Context: an optimization exercise on an open-source flow, tuned for small area and a short achievable clock period. The choices shown serve that exercise and are no tape-out recipe.
In this exercise RTL edits were held to simulation tests only and were not proved equivalent to the original.
The clock port is modelled as an ideal driver, which makes a skipped or thinned clock tree look cheaper than it is; a real chip needs a root buffer or a tree.
Power is estimated from default activity; no workload was simulated.

==> flow/design.v (excerpt) <==
module present_redundant_ctrl (
    input  logic        clk_i,
    input  logic        rst,
    input  logic        start_i,
    input  logic [63:0] data_i,
    input  logic [79:0] key_i,
    output logic        ready_o,
    output logic [63:0] data_o,
    output logic        data_o_valid,
    input  logic        cointoss,
    input  logic        clr_alarm_i,
    output logic        fault_o,
    output logic        alarm_o,
    output logic [7:0]  fault_cnt_o
);
Size in the first run: roughly 1000 cells after synthesis, ~240 flip-flops, roughly 11000 sq um of cells after synthesis.
Settings: LEC_CHECK=0, CAP_MARGIN=20, CORE_MARGIN=2, CORE_UTILIZATION=40, SETUP_SLACK_MARGIN=2.0, SLEW_MARGIN=20; clock period 4.0 ns.
standard.sh (not shown) runs the stock make flow with config.mk's settings and CLKGATE_MAP_FILE= SYNTH_SCRIPT=/design/flow/synth_recipe.tcl, a recipe that flattens the netlist after the stock synthesis.
==> flow/flow/run.sh <==
#!/bin/bash
export BUFFER_PORTS_ARGS="-buffer_cell sky130_fd_sc_hd__buf_2"
cp standard.sh standard_copy.txt 2>/dev/null
bash standard.sh > standard.log 2>&1
exit $?
==> next run, changes <==
CTS_CLUSTER_DIAMETER = 90   (was default)
CTS_CLUSTER_SIZE = 30   (was default)
SETUP_SLACK_MARGIN = 2.2   (was 2.0)
After rerunning: The changed run completed with no timing, DRC or antenna violations. Setup slack gains 0.049 ns. Final area goes up by a few percent. Clock skew climbs by 0.0067 ns. Power went down by a few percent. Final cell count rises by a few percent. Flip-flop and latch count stays the same. Combinational power increases by a few percent.

========
present_redundant_ctrl again, from the RTL that the note above started with.
clock: 4.0 ns
lec_check: 0
cap_margin: 20
core_margin: 2
core_utilization: 40
setup_slack_margin: 2.4
slew_margin: 20
tns_end_percent: 0
==> flow/flow/run.sh <==
#!/bin/bash
export BUFFER_PORTS_ARGS="-buffer_cell sky130_fd_sc_hd__buf_1"
export PRE_CTS_TCL="$PWD/flow/manual_cts.tcl"
export MANUAL_CTS_PER_LEAF=24
bash standard.sh > standard.log 2>&1
exit $?
Other scripts of this flow, unchanged in this note and not shown: flow/flow/manual_cts.tcl
The first run completed without violations.
==> next run, changes <==
CORE_UTILIZATION = 60   (was 40)
SETUP_SLACK_MARGIN = 2.25   (was 2.4)
TNS_END_PERCENT = default   (was 0)
What happened: Design area shrinks by about 0.8%. Core utilization grows by 22 points. Cell count shrinks by about 9%. Via count stays flat. Power stays flat.
==> next run, changes <==
==> flow/flow/run.sh (replaced) <==
#!/bin/bash
export BUFFER_PORTS_ARGS="-buffer_cell sky130_fd_sc_hd__buf_1"
export POST_GLOBAL_PLACE_TCL="$PWD/flow/port_buffers.tcl"
export PRE_CTS_TCL="$PWD/flow/manual_cts.tcl"
export MANUAL_CTS_PER_LEAF=24
bash standard.sh > standard.log 2>&1
exit $?
==> flow/flow/port_buffers.tcl (new file) <==
# Sourced by ORFS as POST_GLOBAL_PLACE_TCL, after buffer_ports gave every port a
# buf_1: the output port buffers, which drive the pins' loads, become buf_2.
set block [ord::get_db_block]
foreach bterm [$block getBTerms] {
  if {[$bterm getIoType] ne "OUTPUT"} continue
  set net [$bterm getNet]
  if {$net eq "NULL"} continue
  foreach it [$net getITerms] {
    if {![$it isOutputSignal]} continue
    set inst [$it getInst]
    if {[[$inst getMaster] getName] eq "sky130_fd_sc_hd__buf_1"} {
      replace_cell [get_cells [$inst getName]] sky130_fd_sc_hd__buf_2
    }
  }
}
CORE_UTILIZATION = 40   (was 60)
SETUP_SLACK_MARGIN = 2.2   (was 2.25)
Effect:
- The changed run went through all stages and came out clean
- clock power is about the same
- synthesized area does not change
- register-to-register slack barely changes
- cell count goes up by 9.7%
- hold slack gains 0.020 ns
- cell area goes up by 1.5%
- core utilization goes down by 22 points
- flip-flop and latch count does not change
- global-route usage goes down by 7.2 points
- worst setup slack loses 0.0075 ns
==> next run, changes <==
==> flow/flow/run.sh (replaced) <==
#!/bin/bash
export BUFFER_PORTS_ARGS="-buffer_cell sky130_fd_sc_hd__buf_1"
export PRE_CTS_TCL="$PWD/flow/manual_cts.tcl"
export MANUAL_CTS_PER_LEAF=24
bash standard.sh > standard.log 2>&1
exit $?
CORE_UTILIZATION = 60   (was 40)
SETUP_SLACK_MARGIN = 2.3   (was 2.2)
removed: flow/flow/port_buffers.tcl
Result: First-iteration DRC count climbs by 19%. Area after synthesis is unchanged. Worst setup slack improved by 0.050 ns.
==> next run, changes <==
CORE_UTILIZATION = 40   (was 60)
TNS_END_PERCENT = 0   (was default)
Outcome: First-iteration DRC count shrinks by a few percent; die area increases by well over a third; setup slack loses 0.063 ns.
==> next run, changes <==
SETUP_SLACK_MARGIN = 2.25   (was 2.3)
TNS_END_PERCENT = default   (was 0)
Final area grows by 1.9%.
Wire length grows by 0.51%.
Synthesized cell count is unchanged.
Total power grows by 2.3%.
Worst setup slack improves by 0.031 ns.
Utilization grows by 0.86 points.
Clock skew stays flat.
In every run of this note, the design's own scripts or RTL, not TritonCTS, make the clock network.

========
== try-willow ==
present_redundant_ctrl, a different RTL version from the one above (not shown whole).
For scale: ~840 cells after synthesis.
Settings: LEC_CHECK=0, CAP_MARGIN=20, CORE_MARGIN=2, CORE_UTILIZATION=40, SLEW_MARGIN=20; clock period 4.0 ns.
==> flow/flow/run.sh <==
#!/bin/bash
export BUFFER_PORTS_ARGS="-buffer_cell sky130_fd_sc_hd__buf_2"
cp standard.sh standard_copy.txt 2>/dev/null
bash standard.sh > standard.log 2>&1
exit $?
#### Input delta (try-yarrow over try-willow)
- SETUP_SLACK_MARGIN newly set to 2.3
### Flow results
- Each of the runs, namely try-yarrow and try-willow, reached the end of the flow and came out clean.
- For the total power, try-yarrow came in 15% higher than try-willow did.
- Worst hold slack for try-yarrow: 70 ps down relative to try-willow
- Post-route clock period utilization | try-yarrow below try-willow
What try-amber does differently from try-yarrow at the input level:
- SETUP_SLACK_MARGIN: 2.3 -> 2.0
### Flow results
try-amber against try-yarrow: clock period minus worst slack shows a reduction of 6.5 ps, biggest cell delay along the critical path -40 ps.
Changes observed in try-amber relative to try-yarrow: wire length lower, pin count of the biggest net entering global routing lower, cell count lower.

========
== run A ==
RTL: one of the versions met above, not the one the previous note started from.
Size in the first run: roughly 1000 cells after synthesis, about 240 flip-flops, roughly 0.011 mm² of cells after synthesis.
Design present_redundant_ctrl, start of the top module:
module present_redundant_ctrl (
    input  logic        clk_i,
    input  logic        rst,
    input  logic        start_i,
    input  logic [63:0] data_i,
    input  logic [79:0] key_i,
    output logic        ready_o,
    output logic [63:0] data_o,
    output logic        data_o_valid,
    input  logic        cointoss,
    input  logic        clr_alarm_i,
    output logic        fault_o,
    output logic        alarm_o,
    output logic [7:0]  fault_cnt_o
);
==> flow/config.mk <==
export PLATFORM = sky130hd
export DESIGN_NAME = present_redundant_ctrl
export DESIGN_NICKNAME = present_redundant_ctrl
export VERILOG_FILES = /design/flow/design.v
export SDC_FILE = /design/flow/constraint.sdc
export NUM_CORES = 4
export LEC_CHECK = 0
export CAP_MARGIN = 0
export CORE_MARGIN = 2
export CORE_UTILIZATION = 40
export SETUP_SLACK_MARGIN = 2.2
export SLEW_MARGIN = 0
==> flow/constraint.sdc <==
create_clock -name core_clock -period 4.0 [get_ports {clk_i}]
set_input_delay 0.8000 -clock core_clock [delete_from_list [all_inputs] [get_ports {clk_i}]]
set_output_delay 0.8000 -clock core_clock [all_outputs]
set_load 0.01 [all_outputs]
==> flow/flow/run.sh <==
#!/bin/bash
export BUFFER_PORTS_ARGS="-buffer_cell sky130_fd_sc_hd__buf_1"
export PRE_CTS_TCL="$PWD/flow/manual_cts.tcl"
export MANUAL_CTS_PER_LEAF=24
bash standard.sh > standard.log 2>&1
exit $?
==> flow/flow/manual_cts.tcl <==
# Two-level clock tree built by hand: the clock port drives one root buffer,
# which drives one leaf buffer per cluster of nearby flip-flops.
proc manual_cts {{per_leaf 28} {leaf_master sky130_fd_sc_hd__clkbuf_16} {root_master sky130_fd_sc_hd__clkbuf_16} {use_root 1} {nroots 1}} {
  set db [ord::get_db]
  set block [ord::get_db_block]
  set clknet [$block findNet clk_i]
  set sinks {}
  foreach it [$clknet getITerms] { lappend sinks $it }
  set n [llength $sinks]
  set k [expr {int(ceil(double($n) / $per_leaf))}]
  # sink locations
  set pts {}
  foreach it $sinks {
    set inst [$it getInst]
    set bb [$inst getBBox]
    lappend pts [list [expr {([$bb xMin] + [$bb xMax]) / 2.0}] [expr {([$bb yMin] + [$bb yMax]) / 2.0}]]
  }
  # k-means, seeded along the sorted x+y order
  set order [lsort -real -indices [lmap p $pts {expr {[lindex $p 0] + [lindex $p 1]}}]]
  set cents {}
  for {set c 0} {$c < $k} {incr c} {
    lappend cents [lindex $pts [lindex $order [expr {int(($c + 0.5) * $n / $k)}]]]
  }
  for {set iter 0} {$iter < 50} {incr iter} {
    # balanced assignment: each cluster takes at most per_leaf sinks, nearest first
    set pairs {}
    for {set i 0} {$i < $n} {incr i} {
      set p [lindex $pts $i]
      for {set c 0} {$c < $k} {incr c} {
        set q [lindex $cents $c]
        lappend pairs [list [expr {abs([lindex $p 0]-[lindex $q 0]) + abs([lindex $p 1]-[lindex $q 1])}] $i $c]
      }
    }
    set pairs [lsort -real -index 0 $pairs]
    set assign [lrepeat $n -1]
    set cnt [lrepeat $k 0]
    foreach pr $pairs {
      lassign $pr d i c
      if {[lindex $assign $i] >= 0} continue
      if {[lindex $cnt $c] >= $per_leaf} continue
      lset assign $i $c
      lset cnt $c [expr {[lindex $cnt $c] + 1}]
    }
    set sx [lrepeat $k 0.0]; set sy [lrepeat $k 0.0]
    for {set i 0} {$i < $n} {incr i} {
      set c [lindex $assign $i]
      lset sx $c [expr {[lindex $sx $c] + [lindex $pts $i 0]}]
      lset sy $c [expr {[lindex $sy $c] + [lindex $pts $i 1]}]
    }
    set newc {}
    for {set c 0} {$c < $k} {incr c} {
      set m [lindex $cnt $c]
      if {$m == 0} { lappend newc [lindex $cents $c] } else {
        lappend newc [list [expr {[lindex $sx $c] / $m}] [expr {[lindex $sy $c] / $m}]]
      }
    }
    set cents $newc
  }
  set lm [$db findMaster $leaf_master]
  set rm [$db findMaster $root_master]
  # leaf c is driven by root rootof(c); the roots split the leaves by angle around
  # their common centre, so each root serves a compact group of leaves
  set mx 0.0; set my 0.0
  foreach q $cents { set mx [expr {$mx + [lindex $q 0]}]; set my [expr {$my + [lindex $q 1]}] }
  set mx [expr {$mx / $k}]; set my [expr {$my / $k}]
  set ang {}
  for {set c 0} {$c < $k} {incr c} {
    lappend ang [expr {atan2([lindex $cents $c 1] - $my, [lindex $cents $c 0] - $mx)}]
  }
  set byang [lsort -real -indices $ang]
  if {!$use_root} { set nroots 0 }
  for {set j 0} {$j < [llength $byang]} {incr j} {
    set c [lindex $byang $j]
    set rootof($c) [expr {$nroots > 0 ? ($j * $nroots) / $k : 0}]
  }
  if {$nroots == 0} {
    set rootnet(0) $clknet
  } else {
    for {set r 0} {$r < $nroots} {incr r} {
      set rx 0.0; set ry 0.0; set m 0
      for {set c 0} {$c < $k} {incr c} {
        if {$rootof($c) != $r} continue
        set rx [expr {$rx + [lindex $cents $c 0]}]; set ry [expr {$ry + [lindex $cents $c 1]}]; incr m
      }
      set root [odb::dbInst_create $block $rm "mcts_root_$r"]
      $root setLocation [expr {int($rx / $m)}] [expr {int($ry / $m)}]
      $root setPlacementStatus PLACED
      set rootnet($r) [odb::dbNet_create $block "mcts_root_net_$r"]
      $rootnet($r) setSigType CLOCK
      [$root findITerm A] connect $clknet
      [$root findITerm X] connect $rootnet($r)
    }
  }
  for {set c 0} {$c < $k} {incr c} {
    set leaf [odb::dbInst_create $block $lm "mcts_leaf_$c"]
    $leaf setLocation [expr {int([lindex $cents $c 0])}] [expr {int([lindex $cents $c 1])}]
    $leaf setPlacementStatus PLACED
    set net [odb::dbNet_create $block "mcts_leaf_net_$c"]
    $net setSigType CLOCK
    [$leaf findITerm A] connect $rootnet($rootof($c))
    [$leaf findITerm X] connect $net
    set leafnets($c) $net
  }
  for {set i 0} {$i < $n} {incr i} {
    set it [lindex $sinks $i]
    $it disconnect
    $it connect $leafnets([lindex $assign $i])
  }
  puts "manual_cts: $n sinks, $k leaf buffers, counts [lsort -integer $cnt]"
}

# Sourced by ORFS as PRE_CTS_TCL: the CTS step builds the tree above instead of
# running TritonCTS; the rest of the CTS step (legalization, timing repair) is kept.
rename clock_tree_synthesis tritoncts_unused
proc clock_tree_synthesis {args} {
  manual_cts $::env(MANUAL_CTS_PER_LEAF) sky130_fd_sc_hd__clkbuf_16 sky130_fd_sc_hd__clkbuf_16 1 4
  set_propagated_clock [all_clocks]
}
The following lists how run B was set up differently from run A:
- changing SETUP_SLACK_MARGIN from 2.2 to 2.3
- changing SLEW_MARGIN from 0 to 20
- changing CAP_MARGIN from 0 to 20
diff --git a/flow/flow/manual_cts.tcl b/flow/flow/manual_cts.tcl
--- a/flow/flow/manual_cts.tcl
+++ b/flow/flow/manual_cts.tcl
@@ -1,5 +1,5 @@
 # Two-level clock tree built by hand: the clock port drives one root buffer,
 # which drives one leaf buffer per cluster of nearby flip-flops.
-proc manual_cts {{per_leaf 28} {leaf_master sky130_fd_sc_hd__clkbuf_16} {root_master sky130_fd_sc_hd__clkbuf_16} {use_root 1} {nroots 1}} {
+proc manual_cts {{per_leaf 28} {leaf_master sky130_fd_sc_hd__clkbuf_16} {root_master sky130_fd_sc_hd__clkbuf_16}} {
   set db [ord::get_db]
   set block [ord::get_db_block]
@@ -59,37 +59,15 @@
   set lm [$db findMaster $leaf_master]
   set rm [$db findMaster $root_master]
-  # leaf c is driven by root rootof(c); the roots split the leaves by angle around
-  # their common centre, so each root serves a compact group of leaves
-  set mx 0.0; set my 0.0
-  foreach q $cents { set mx [expr {$mx + [lindex $q 0]}]; set my [expr {$my + [lindex $q 1]}] }
-  set mx [expr {$mx / $k}]; set my [expr {$my / $k}]
-  set ang {}
-  for {set c 0} {$c < $k} {incr c} {
-    lappend ang [expr {atan2([lindex $cents $c 1] - $my, [lindex $cents $c 0] - $mx)}]
-  }
-  set byang [lsort -real -indices $ang]
-  if {!$use_root} { set nroots 0 }
-  for {set j 0} {$j < [llength $byang]} {incr j} {
-    set c [lindex $byang $j]
-    set rootof($c) [expr {$nroots > 0 ? ($j * $nroots) / $k : 0}]
-  }
-  if {$nroots == 0} {
-    set rootnet(0) $clknet
-  } else {
-    for {set r 0} {$r < $nroots} {incr r} {
-      set rx 0.0; set ry 0.0; set m 0
-      for {set c 0} {$c < $k} {incr c} {
-        if {$rootof($c) != $r} continue
-        set rx [expr {$rx + [lindex $cents $c 0]}]; set ry [expr {$ry + [lindex $cents $c 1]}]; incr m
-      }
-      set root [odb::dbInst_create $block $rm "mcts_root_$r"]
-      $root setLocation [expr {int($rx / $m)}] [expr {int($ry / $m)}]
-      $root setPlacementStatus PLACED
-      set rootnet($r) [odb::dbNet_create $block "mcts_root_net_$r"]
-      $rootnet($r) setSigType CLOCK
-      [$root findITerm A] connect $clknet
-      [$root findITerm X] connect $rootnet($r)
-    }
-  }
+  # root buffer at the centre of the leaf buffers
+  set rx 0.0; set ry 0.0
+  foreach q $cents { set rx [expr {$rx + [lindex $q 0]}]; set ry [expr {$ry + [lindex $q 1]}] }
+  set rx [expr {int($rx / $k)}]; set ry [expr {int($ry / $k)}]
+  set root [odb::dbInst_create $block $rm "mcts_root"]
+  $root setLocation $rx $ry
+  $root setPlacementStatus PLACED
+  set rootnet [odb::dbNet_create $block "mcts_root_net"]
+  $rootnet setSigType CLOCK
+  [$root findITerm A] connect $clknet
+  [$root findITerm X] connect $rootnet
   for {set c 0} {$c < $k} {incr c} {
     set leaf [odb::dbInst_create $block $lm "mcts_leaf_$c"]
@@ -98,5 +76,5 @@
     set net [odb::dbNet_create $block "mcts_leaf_net_$c"]
     $net setSigType CLOCK
-    [$leaf findITerm A] connect $rootnet($rootof($c))
+    [$leaf findITerm A] connect $rootnet
     [$leaf findITerm X] connect $net
     set leafnets($c) $net
@@ -114,5 +92,5 @@
 rename clock_tree_synthesis tritoncts_unused
 proc clock_tree_synthesis {args} {
-  manual_cts $::env(MANUAL_CTS_PER_LEAF) sky130_fd_sc_hd__clkbuf_16 sky130_fd_sc_hd__clkbuf_16 1 4
+  manual_cts $::env(MANUAL_CTS_PER_LEAF)
   set_propagated_clock [all_clocks]
 }
Findings:
The run with more routed wire is run B, not run A. Cmp run B vs run A: logic depth of the worst setup path including buffers lower in run B. Met3 routing resource usage after global routing (higher): run A. From run A to run B the numbers moved as follows: final worst-path cycle share picked up an extra 1.5 points, total power up 0.49 mW. The run showing the greater global-route usage is run B.
diff inputs: run B => run C
- a change of SETUP_SLACK_MARGIN from 2.3 to 2.2
- an added PLACE_DENSITY of 0.75
diff --git a/flow/flow/manual_cts.tcl b/flow/flow/manual_cts.tcl
--- a/flow/flow/manual_cts.tcl
+++ b/flow/flow/manual_cts.tcl
@@ -1,5 +1,5 @@
 # Two-level clock tree built by hand: the clock port drives one root buffer,
 # which drives one leaf buffer per cluster of nearby flip-flops.
-proc manual_cts {{per_leaf 28} {leaf_master sky130_fd_sc_hd__clkbuf_16} {root_master sky130_fd_sc_hd__clkbuf_16}} {
+proc manual_cts {{per_leaf 28} {leaf_master sky130_fd_sc_hd__clkbuf_16} {root_master sky130_fd_sc_hd__clkbuf_16} {use_root 1} {nroots 1}} {
   set db [ord::get_db]
   set block [ord::get_db_block]
@@ -59,15 +59,37 @@
   set lm [$db findMaster $leaf_master]
   set rm [$db findMaster $root_master]
-  # root buffer at the centre of the leaf buffers
-  set rx 0.0; set ry 0.0
-  foreach q $cents { set rx [expr {$rx + [lindex $q 0]}]; set ry [expr {$ry + [lindex $q 1]}] }
-  set rx [expr {int($rx / $k)}]; set ry [expr {int($ry / $k)}]
-  set root [odb::dbInst_create $block $rm "mcts_root"]
-  $root setLocation $rx $ry
-  $root setPlacementStatus PLACED
-  set rootnet [odb::dbNet_create $block "mcts_root_net"]
-  $rootnet setSigType CLOCK
-  [$root findITerm A] connect $clknet
-  [$root findITerm X] connect $rootnet
+  # leaf c is driven by root rootof(c); the roots split the leaves by angle around
+  # their common centre, so each root serves a compact group of leaves
+  set mx 0.0; set my 0.0
+  foreach q $cents { set mx [expr {$mx + [lindex $q 0]}]; set my [expr {$my + [lindex $q 1]}] }
+  set mx [expr {$mx / $k}]; set my [expr {$my / $k}]
+  set ang {}
+  for {set c 0} {$c < $k} {incr c} {
+    lappend ang [expr {atan2([lindex $cents $c 1] - $my, [lindex $cents $c 0] - $mx)}]
+  }
+  set byang [lsort -real -indices $ang]
+  if {!$use_root} { set nroots 0 }
+  for {set j 0} {$j < [llength $byang]} {incr j} {
+    set c [lindex $byang $j]
+    set rootof($c) [expr {$nroots > 0 ? ($j * $nroots) / $k : 0}]
+  }
+  if {$nroots == 0} {
+    set rootnet(0) $clknet
+  } else {
+    for {set r 0} {$r < $nroots} {incr r} {
+      set rx 0.0; set ry 0.0; set m 0
+      for {set c 0} {$c < $k} {incr c} {
+        if {$rootof($c) != $r} continue
+        set rx [expr {$rx + [lindex $cents $c 0]}]; set ry [expr {$ry + [lindex $cents $c 1]}]; incr m
+      }
+      set root [odb::dbInst_create $block $rm "mcts_root_$r"]
+      $root setLocation [expr {int($rx / $m)}] [expr {int($ry / $m)}]
+      $root setPlacementStatus PLACED
+      set rootnet($r) [odb::dbNet_create $block "mcts_root_net_$r"]
+      $rootnet($r) setSigType CLOCK
+      [$root findITerm A] connect $clknet
+      [$root findITerm X] connect $rootnet($r)
+    }
+  }
   for {set c 0} {$c < $k} {incr c} {
     set leaf [odb::dbInst_create $block $lm "mcts_leaf_$c"]
@@ -76,5 +98,5 @@
     set net [odb::dbNet_create $block "mcts_leaf_net_$c"]
     $net setSigType CLOCK
-    [$leaf findITerm A] connect $rootnet
+    [$leaf findITerm A] connect $rootnet($rootof($c))
     [$leaf findITerm X] connect $net
     set leafnets($c) $net
@@ -92,5 +114,5 @@
 rename clock_tree_synthesis tritoncts_unused
 proc clock_tree_synthesis {args} {
-  manual_cts $::env(MANUAL_CTS_PER_LEAF)
+  manual_cts $::env(MANUAL_CTS_PER_LEAF) sky130_fd_sc_hd__clkbuf_16 sky130_fd_sc_hd__clkbuf_16 1 4
   set_propagated_clock [all_clocks]
 }
==> run notes <==
[compare] base=run B new=run C: post-layout utilization of the core fell 3.9 points, synthesized cell count was more or less identical, fraction of area in multi-input gates rose 2.1 points. Relative to run B, the worst setup margin of run C is higher by 0.018 ns. In the metrics for run B and run C, the one carrying the higher depth of the most critical reg-to-reg path is run B. Between run B and run C, power share of the combinational group is higher for run B, run C comes in under that. Against run B, wire length in run C fell by a few percent. Higher cell count was reported by run B, not run C.
What run D does differently from run C at the input level:
- SETUP_SLACK_MARGIN: 2.2 -> 2.0
- PLACE_DENSITY: 0.75 -> unset
diff --git a/flow/flow/manual_cts.tcl b/flow/flow/manual_cts.tcl
--- a/flow/flow/manual_cts.tcl
+++ b/flow/flow/manual_cts.tcl
@@ -1,5 +1,5 @@
 # Two-level clock tree built by hand: the clock port drives one root buffer,
 # which drives one leaf buffer per cluster of nearby flip-flops.
-proc manual_cts {{per_leaf 28} {leaf_master sky130_fd_sc_hd__clkbuf_16} {root_master sky130_fd_sc_hd__clkbuf_16} {use_root 1} {nroots 1}} {
+proc manual_cts {{per_leaf 28} {leaf_master sky130_fd_sc_hd__clkbuf_16} {root_master sky130_fd_sc_hd__clkbuf_16}} {
   set db [ord::get_db]
   set block [ord::get_db_block]
@@ -59,37 +59,15 @@
   set lm [$db findMaster $leaf_master]
   set rm [$db findMaster $root_master]
-  # leaf c is driven by root rootof(c); the roots split the leaves by angle around
-  # their common centre, so each root serves a compact group of leaves
-  set mx 0.0; set my 0.0
-  foreach q $cents { set mx [expr {$mx + [lindex $q 0]}]; set my [expr {$my + [lindex $q 1]}] }
-  set mx [expr {$mx / $k}]; set my [expr {$my / $k}]
-  set ang {}
-  for {set c 0} {$c < $k} {incr c} {
-    lappend ang [expr {atan2([lindex $cents $c 1] - $my, [lindex $cents $c 0] - $mx)}]
-  }
-  set byang [lsort -real -indices $ang]
-  if {!$use_root} { set nroots 0 }
-  for {set j 0} {$j < [llength $byang]} {incr j} {
-    set c [lindex $byang $j]
-    set rootof($c) [expr {$nroots > 0 ? ($j * $nroots) / $k : 0}]
-  }
-  if {$nroots == 0} {
-    set rootnet(0) $clknet
-  } else {
-    for {set r 0} {$r < $nroots} {incr r} {
-      set rx 0.0; set ry 0.0; set m 0
-      for {set c 0} {$c < $k} {incr c} {
-        if {$rootof($c) != $r} continue
-        set rx [expr {$rx + [lindex $cents $c 0]}]; set ry [expr {$ry + [lindex $cents $c 1]}]; incr m
-      }
-      set root [odb::dbInst_create $block $rm "mcts_root_$r"]
-      $root setLocation [expr {int($rx / $m)}] [expr {int($ry / $m)}]
-      $root setPlacementStatus PLACED
-      set rootnet($r) [odb::dbNet_create $block "mcts_root_net_$r"]
-      $rootnet($r) setSigType CLOCK
-      [$root findITerm A] connect $clknet
-      [$root findITerm X] connect $rootnet($r)
-    }
-  }
+  # root buffer at the centre of the leaf buffers
+  set rx 0.0; set ry 0.0
+  foreach q $cents { set rx [expr {$rx + [lindex $q 0]}]; set ry [expr {$ry + [lindex $q 1]}] }
+  set rx [expr {int($rx / $k)}]; set ry [expr {int($ry / $k)}]
+  set root [odb::dbInst_create $block $rm "mcts_root"]
+  $root setLocation $rx $ry
+  $root setPlacementStatus PLACED
+  set rootnet [odb::dbNet_create $block "mcts_root_net"]
+  $rootnet setSigType CLOCK
+  [$root findITerm A] connect $clknet
+  [$root findITerm X] connect $rootnet
   for {set c 0} {$c < $k} {incr c} {
     set leaf [odb::dbInst_create $block $lm "mcts_leaf_$c"]
@@ -98,5 +76,5 @@
     set net [odb::dbNet_create $block "mcts_leaf_net_$c"]
     $net setSigType CLOCK
-    [$leaf findITerm A] connect $rootnet($rootof($c))
+    [$leaf findITerm A] connect $rootnet
     [$leaf findITerm X] connect $net
     set leafnets($c) $net
@@ -114,5 +92,5 @@
 rename clock_tree_synthesis tritoncts_unused
 proc clock_tree_synthesis {args} {
-  manual_cts $::env(MANUAL_CTS_PER_LEAF) sky130_fd_sc_hd__clkbuf_16 sky130_fd_sc_hd__clkbuf_16 1 4
+  manual_cts $::env(MANUAL_CTS_PER_LEAF)
   set_propagated_clock [all_clocks]
 }
Results
Cell count of the worst reg-to-reg path was lower in run D than in run C.
On wire length, run D does worse than run C.
When the final numbers for run C and run D were put side by side, the switching component of the power turned out to be smaller in run C.
Relative to run C, the total power consumption of the routed design measured on run D has decreased slightly.
Having completed the whole flow, run D delivered a layout that passed the timing, DRC and antenna checks.
Relative to run D, the following input files were edited for run E:
- a change of SETUP_SLACK_MARGIN from 2.0 to 2.3
diff --git a/flow/flow/manual_cts.tcl b/flow/flow/manual_cts.tcl
--- a/flow/flow/manual_cts.tcl
+++ b/flow/flow/manual_cts.tcl
@@ -1,5 +1,5 @@
 # Two-level clock tree built by hand: the clock port drives one root buffer,
 # which drives one leaf buffer per cluster of nearby flip-flops.
-proc manual_cts {{per_leaf 28} {leaf_master sky130_fd_sc_hd__clkbuf_16} {root_master sky130_fd_sc_hd__clkbuf_16}} {
+proc manual_cts {{per_leaf 28} {leaf_master sky130_fd_sc_hd__clkbuf_16} {root_master sky130_fd_sc_hd__clkbuf_16} {use_root 1} {nroots 1}} {
   set db [ord::get_db]
   set block [ord::get_db_block]
@@ -59,15 +59,37 @@
   set lm [$db findMaster $leaf_master]
   set rm [$db findMaster $root_master]
-  # root buffer at the centre of the leaf buffers
-  set rx 0.0; set ry 0.0
-  foreach q $cents { set rx [expr {$rx + [lindex $q 0]}]; set ry [expr {$ry + [lindex $q 1]}] }
-  set rx [expr {int($rx / $k)}]; set ry [expr {int($ry / $k)}]
-  set root [odb::dbInst_create $block $rm "mcts_root"]
-  $root setLocation $rx $ry
-  $root setPlacementStatus PLACED
-  set rootnet [odb::dbNet_create $block "mcts_root_net"]
-  $rootnet setSigType CLOCK
-  [$root findITerm A] connect $clknet
-  [$root findITerm X] connect $rootnet
+  # leaf c is driven by root rootof(c); the roots split the leaves by angle around
+  # their common centre, so each root serves a compact group of leaves
+  set mx 0.0; set my 0.0
+  foreach q $cents { set mx [expr {$mx + [lindex $q 0]}]; set my [expr {$my + [lindex $q 1]}] }
+  set mx [expr {$mx / $k}]; set my [expr {$my / $k}]
+  set ang {}
+  for {set c 0} {$c < $k} {incr c} {
+    lappend ang [expr {atan2([lindex $cents $c 1] - $my, [lindex $cents $c 0] - $mx)}]
+  }
+  set byang [lsort -real -indices $ang]
+  if {!$use_root} { set nroots 0 }
+  for {set j 0} {$j < [llength $byang]} {incr j} {
+    set c [lindex $byang $j]
+    set rootof($c) [expr {$nroots > 0 ? ($j * $nroots) / $k : 0}]
+  }
+  if {$nroots == 0} {
+    set rootnet(0) $clknet
+  } else {
+    for {set r 0} {$r < $nroots} {incr r} {
+      set rx 0.0; set ry 0.0; set m 0
+      for {set c 0} {$c < $k} {incr c} {
+        if {$rootof($c) != $r} continue
+        set rx [expr {$rx + [lindex $cents $c 0]}]; set ry [expr {$ry + [lindex $cents $c 1]}]; incr m
+      }
+      set root [odb::dbInst_create $block $rm "mcts_root_$r"]
+      $root setLocation [expr {int($rx / $m)}] [expr {int($ry / $m)}]
+      $root setPlacementStatus PLACED
+      set rootnet($r) [odb::dbNet_create $block "mcts_root_net_$r"]
+      $rootnet($r) setSigType CLOCK
+      [$root findITerm A] connect $clknet
+      [$root findITerm X] connect $rootnet($r)
+    }
+  }
   for {set c 0} {$c < $k} {incr c} {
     set leaf [odb::dbInst_create $block $lm "mcts_leaf_$c"]
@@ -76,5 +98,5 @@
     set net [odb::dbNet_create $block "mcts_leaf_net_$c"]
     $net setSigType CLOCK
-    [$leaf findITerm A] connect $rootnet
+    [$leaf findITerm A] connect $rootnet($rootof($c))
     [$leaf findITerm X] connect $net
     set leafnets($c) $net
@@ -92,5 +114,5 @@
 rename clock_tree_synthesis tritoncts_unused
 proc clock_tree_synthesis {args} {
-  manual_cts $::env(MANUAL_CTS_PER_LEAF)
+  manual_cts $::env(MANUAL_CTS_PER_LEAF) sky130_fd_sc_hd__clkbuf_16 sky130_fd_sc_hd__clkbuf_16 1 4
   set_propagated_clock [all_clocks]
 }
==> comparison <==
[run E] count of vias placed by the detailed router rose 303 relative to run D. Area of all placed cells without fillers, run E vs run D: up by a few percent. Compared run E vs run D, and met1 demand-to-capacity share in global routing is up in run E. The estimated power of run E ends up higher than the estimate for run D. Measured against run D, the net count of the finished layout of run E comes out at 1.05 times the reference value. Delta (run E minus run D): count of routing violations after the opening detailed-route iteration now sits higher; detailed-route vias per instance moved down; switching power as a share of total power now sits lower. From run D to run E the numbers moved as follows: sequential share of layout area fell by 2.6 points, core utilization of the finished layout rose by 2.8 points.
Here is what was changed in the inputs of run F compared with run E.
- PLACE_DENSITY newly set to 0.9
- SETUP_SLACK_MARGIN changed from 2.3 to 2.2
[summary]
- Post-route standard cell area excluding fillers improves in run F relative to run E.
- For the portion of the clock cycle consumed by the worst path in the final layout, run F came in 2.5 points higher than run E did.
- Run F against run E: area growth from synthesis to layout has decreased; area of the multi-input gates has decreased.
No run of this note takes its clock network from TritonCTS; it comes from the design's own scripts or RTL.

==> re-timing with driven ports <==
No port has a modelled driver above. Below, the same layouts with a new extraction and two added sets of constraints. Step 1 sets driving cells, clkbuf_16 on the clock port and buf_2 on the other inputs (assumed; they add their load-dependent delay and slew). Step 2 also shifts input and output timing later by t, the mid clock arrival at the registers, as if the neighbouring blocks saw the same clock. Slacks: no drivers / after step 1 / after step 2; pairs: no drivers / after step 1.
run	shift t [ns]	setup slack, ns	worst setup path after step 2	latest minus earliest clock arrival (ns)
the first run of note 1	0.577	2.077 / 2.028 / 2.131	register to register	0.021 / 0.021
the second run of note 1	0.540	2.127 / 2.077 / 2.202	input to register	0.029 / 0.029
the first run of note 2	0.403	2.258 / 2.187 / 2.207	input to register	0.034 / 0.034
the second run of note 2	0.399	2.278 / 2.190 / 2.212	input to register	0.038 / 0.038
the third run of note 2	0.399	2.271 / 2.201 / 2.247	input to register	0.038 / 0.038
the fourth run of note 2	0.398	2.321 / 2.241 / 2.202	input to register	0.037 / 0.037
the fifth run of note 2	0.403	2.258 / 2.187 / 2.207	input to register	0.034 / 0.034
the sixth run of note 2	0.402	2.288 / 2.218 / 2.240	input to register	0.034 / 0.034
try-willow	0.567	1.493 / 1.493 / 1.493	register to register	0.017 / 0.017
try-yarrow	0.582	1.829 / 1.829 / 1.829	register to register	0.011 / 0.012
try-amber	0.575	1.836 / 1.836 / 1.836	register to register	0.012 / 0.012
run A	0.402	2.277 / 2.190 / 2.235	input, reset recovery	0.031 / 0.031
run B	0.470	2.216 / 2.167 / 2.230	input to register	0.016 / 0.015
run C	0.399	2.235 / 2.185 / 2.123	input to register	0.038 / 0.037
run D	0.467	2.081 / 2.081 / 2.081	register to register	0.016 / 0.016
run E	0.401	2.319 / 2.222 / 2.255	input to register	0.033 / 0.033
run F	0.386	2.219 / 2.200 / 2.219	register to register	0.029 / 0.029
After both steps every run listed still meets setup and hold. The setup slack of the fourth run of note 2, which loses most, moves by -0.080 ns with the drivers and by -0.119 ns with both steps. Setup slack includes reset recovery checks.
